Source: an optimization exercise on an open RTL-to-GDS flow (aim: small area, a short achievable clock period and few clock cycles per item). Production flows keep margins and buffers that such runs may drop.
In this exercise RTL edits were held to simulation tests only and were not proved equivalent to the original.
Power and IR drop assume default switching activity.

==> flow/design.v (excerpt) <==
module guide_offtarget_hamming_scan_unit
#(
    parameter int HIT_MM_MAX  = 4,
    parameter int COUNT_WIDTH = 16
) (
    input  logic                 i_clk,
    input  logic                 i_rst_n,
    input  logic                 push,
    output logic                 full,
    input  logic [WORD_W-1:0]    i_entry_word,
    input  logic                 i_last_entry,
    output logic                 empty,
    input  logic                 pop,
    output logic                 o_kind,
    output logic [ID_W-1:0]      o_entry_id,
    output logic [MM_W-1:0]      o_mismatches,
    output logic [ID_W-1:0]      o_bin_count,
    output logic                 o_list_complete,
    output logic                 o_last,
    input  logic                 i_cfg_valid,
    output logic                 o_cfg_ready,
    input  logic [CFG_IDX_W-1:0] i_cfg_index,
    input  logic [WORD_W-1:0]    i_cfg_data
);
clock: 6.0 ns
lec_check: 0
cap_margin: 20
core_margin: 2
core_utilization: 30
setup_slack_margin: 3.75
slew_margin: 20
standard.sh (not shown) runs the stock make flow with config.mk's settings and CLKGATE_MAP_FILE= SYNTH_SCRIPT=/design/flow/synth_recipe.tcl, a recipe that flattens the netlist after the stock synthesis.
==> flow/flow/run.sh <==
#!/bin/bash
# The standard layout (standard.sh, unchanged synthesis and steps); the only
# difference is that the port buffers are built from buf_1 cells instead of the
# resizer's default pick, clkdlybuf4s50_1. Every port still gets its buffer and
# repair_timing still resizes them where timing needs it.
set -uo pipefail
bash standard.sh BUFFER_PORTS_ARGS="-buffer_cell sky130_fd_sc_hd__buf_1" finish > standard.log 2>&1
rc=$?
# per-step tool logs of the run, kept with the grade
cp -r orfs/logs/sky130hd/guide_offtarget_hamming_scan_unit/base tool_logs 2>/dev/null
exit $rc
Testbench counts at the start, summed over its fixed seeds: cycles 12,608, entries 12,477.
Rerun with:
--- a/flow/config.mk
+++ b/flow/config.mk
@@ -7,0 +8 @@
+export ABC_AREA = 1
@@ -11 +12 @@
-export SETUP_SLACK_MARGIN = 3.75
+export SETUP_SLACK_MARGIN = 3.5
Outcome: Cell count grows by about 15%. Hold slack gets better by 0.049 ns. Register-to-register slack is better by 0.55 ns. Worst setup slack gains 0.57 ns. Via count is about the same. Routed wire length is lower by about 15%. Core utilization came out lower by 4.7 points. Clock skew increases by 0.014 ns.

guide_offtarget_hamming_scan_unit again, from the RTL that the note above started with.
export LEC_CHECK = 0
export ABC_AREA = 1
export CAP_MARGIN = 20
export CORE_MARGIN = 2
export CORE_UTILIZATION = 35
export CTS_CLUSTER_DIAMETER = 60
export CTS_CLUSTER_SIZE = 25
export SETUP_SLACK_MARGIN = 3.75
export SLEW_MARGIN = 20
create_clock -name core_clock -period 6.0 [get_ports {i_clk}]
Scripts as last shown in full above: flow/flow/run.sh
Testbench counts at the start, summed over its fixed seeds: cycles 12,608, entries 12,477.
==> next run, changes <==
--- a/flow/config.mk
+++ b/flow/config.mk
@@ -10,5 +10,5 @@
 export CORE_MARGIN = 2
-export CORE_UTILIZATION = 35
-export CTS_CLUSTER_DIAMETER = 60
-export CTS_CLUSTER_SIZE = 25
+export CORE_UTILIZATION = 30
+export CTS_CLUSTER_DIAMETER = 40
+export CTS_CLUSTER_SIZE = 30
 export SETUP_SLACK_MARGIN = 3.75
What happened: Total power rises by 14%. Fmax decreases by 1.9%. Cell area goes up by 3.4%. Utilization shrinks by 5.2 points. Clock-buffer cell count goes up by 23. First-iteration DRC count rises by 8.0%. Final cell count increases by 4.3%. Non-clock buffer count came out higher by 8. Routed wire length came out higher by 1.7%.
==> next run, changes <==
--- a/flow/config.mk
+++ b/flow/config.mk
@@ -11,5 +11,5 @@
 export CORE_UTILIZATION = 30
-export CTS_CLUSTER_DIAMETER = 40
-export CTS_CLUSTER_SIZE = 30
-export SETUP_SLACK_MARGIN = 3.75
+export CTS_CLUSTER_DIAMETER = 55
+export CTS_CLUSTER_SIZE = 22
+export SETUP_SLACK_MARGIN = 3.72
 export SLEW_MARGIN = 20
Outcome: Clock skew barely changes; synthesized cell count stays the same; sequential cell count stays the same; maximum frequency went up slightly; routed wire length rises slightly; synthesized area is unchanged; core utilization is lower by 1.3 points; setup slack improved by 40 ps; final cell count falls slightly; non-clock buffer count is lower by 23; final area went down by a few percent.
==> next run, changes <==
==> flow/run.sh (new file) <==
#!/bin/bash
# synth_recipe.tcl (not shown) runs the flow's synth.tcl, then flattens the netlist and writes it again
# the make line also repeats each setting of config.mk as NAME=value (left out here)
make -C /OpenROAD-flow-scripts/flow DESIGN_CONFIG=/design/flow/config.mk WORK_HOME=/design/flow/orfs CLKGATE_MAP_FILE= SYNTH_SCRIPT=/design/flow/synth_recipe.tcl finish
--- a/flow/config.mk
+++ b/flow/config.mk
@@ -10,6 +10,4 @@
 export CORE_MARGIN = 2
-export CORE_UTILIZATION = 30
-export CTS_CLUSTER_DIAMETER = 55
-export CTS_CLUSTER_SIZE = 22
-export SETUP_SLACK_MARGIN = 3.72
+export CORE_UTILIZATION = 45
+export SETUP_SLACK_MARGIN = 3.3
 export SLEW_MARGIN = 20
removed: flow/flow/run.sh
removed: flow/standard.sh
=>
- global-route usage goes up by 9.3 points
- routed wire length decreases by 2.0%
- register-to-register slack gets worse by 370 ps
- final cell count shrinks by 7.6%
- worst setup slack got worse by 380 ps
- core utilization rose by 18 points
- synthesized cell count stays the same
- non-clock buffer count fell by 25
- maximum frequency goes down by about 14%
- total power is higher by about 2%
- die area went down by 33%
==> next run, changes <==
==> flow/flow/run.sh (new file) <==
#!/bin/bash
# The standard layout (standard.sh, unchanged synthesis and steps); the only
# difference is that the port buffers are built from buf_1 cells instead of the
# resizer's default pick, clkdlybuf4s50_1. Every port still gets its buffer and
# repair_timing still resizes them where timing needs it.
set -uo pipefail
bash standard.sh BUFFER_PORTS_ARGS="-buffer_cell sky130_fd_sc_hd__buf_1" finish > standard.log 2>&1
rc=$?
# per-step tool logs of the run, kept with the grade
cp -r orfs/logs/sky130hd/guide_offtarget_hamming_scan_unit/base tool_logs 2>/dev/null
exit $rc
==> flow/standard.sh (new file) <==
#!/bin/bash
# synth_recipe.tcl (not shown) runs the flow's synth.tcl, then flattens the netlist and writes it again
# the make line also repeats each setting of config.mk as NAME=value (left out here)
make -C /OpenROAD-flow-scripts/flow DESIGN_CONFIG=/design/flow/config.mk WORK_HOME=/design/flow/orfs CLKGATE_MAP_FILE= SYNTH_SCRIPT=/design/flow/synth_recipe.tcl "${@:-finish}"
--- a/flow/config.mk
+++ b/flow/config.mk
@@ -11,3 +11,5 @@
 export CORE_UTILIZATION = 45
-export SETUP_SLACK_MARGIN = 3.3
+export CTS_CLUSTER_DIAMETER = 50
+export CTS_CLUSTER_SIZE = 20
+export SETUP_SLACK_MARGIN = 3.75
 export SLEW_MARGIN = 20
removed: flow/run.sh
Fmax is higher by 17%.
Utilization stays flat.
Synthesized area stays the same.
Design area stays flat.
Sequential power is about the same.
Via count is higher by 2.2%.
Combinational power hardly moves.
Hold slack improves by 7.9 ps.
Worst setup slack improves by 390 ps.
Wire length is higher by 2.1%.
Register-to-register slack improves by 370 ps.
==> next run, changes <==
--- a/flow/config.mk
+++ b/flow/config.mk
@@ -10,5 +10,4 @@
 export CORE_MARGIN = 2
-export CORE_UTILIZATION = 45
-export CTS_CLUSTER_DIAMETER = 50
-export CTS_CLUSTER_SIZE = 20
+export CORE_UTILIZATION = 30
+export PLACE_DENSITY = 0.85
 export SETUP_SLACK_MARGIN = 3.75
Routed wire length rose by 1.7%. Global-route usage fell by 9.5 points. Sequential share of layout area fell by 0.36 points. Area after synthesis stays the same. Power fell by 1.4%. Design area rose by 1.1%.

-- re-timing with driven ports --
The results above use ideal ports. As a check the final layouts listed here were re-extracted and re-timed, cells and wires unchanged. Step 1 assumes that a clkbuf_16 drives the clock port and a buf_2 every other input. Step 2 moves the port delays by t, midway between the first and last clock arrival at a register: inputs arrive t later, outputs are due t later. That takes back most of the time a late clock gives input paths. Three values: ideal ports, drivers, drivers and shift; two values: the first two.
run	t, ns	setup WS [ns]	worst hold slack (ns)	slew at the worst register clock pin (ns)
the first run of note 1	0.637	3.022 / 3.033 / 2.396	0.331 / 0.331 / 0.331	0.07 / 0.07
the second run of note 1	0.627	3.595 / 3.558 / 3.008	0.381 / 0.381 / 0.381	0.06 / 0.06
the first run of note 2	0.625	3.706 / 3.647 / 3.182	0.330 / 0.330 / 0.330	0.08 / 0.08
the second run of note 2	0.673	3.661 / 3.602 / 3.138	0.332 / 0.332 / 0.332	0.06 / 0.06
the third run of note 2	0.629	3.702 / 3.638 / 3.130	0.320 / 0.320 / 0.320	0.08 / 0.08
the fourth run of note 2	0.631	3.319 / 3.293 / 2.726	0.327 / 0.327 / 0.327	0.06 / 0.06
the fifth run of note 2	0.633	3.707 / 3.652 / 3.184	0.335 / 0.335 / 0.335	0.07 / 0.07
the sixth run of note 2	0.607	3.683 / 3.655 / 3.110	0.318 / 0.318 / 0.318	0.07 / 0.07
After both steps setup and hold are still met in every run listed. The setup slack of the first run of note 1, which loses most, moves by +0.011 ns with the drivers and by -0.626 ns with both steps.
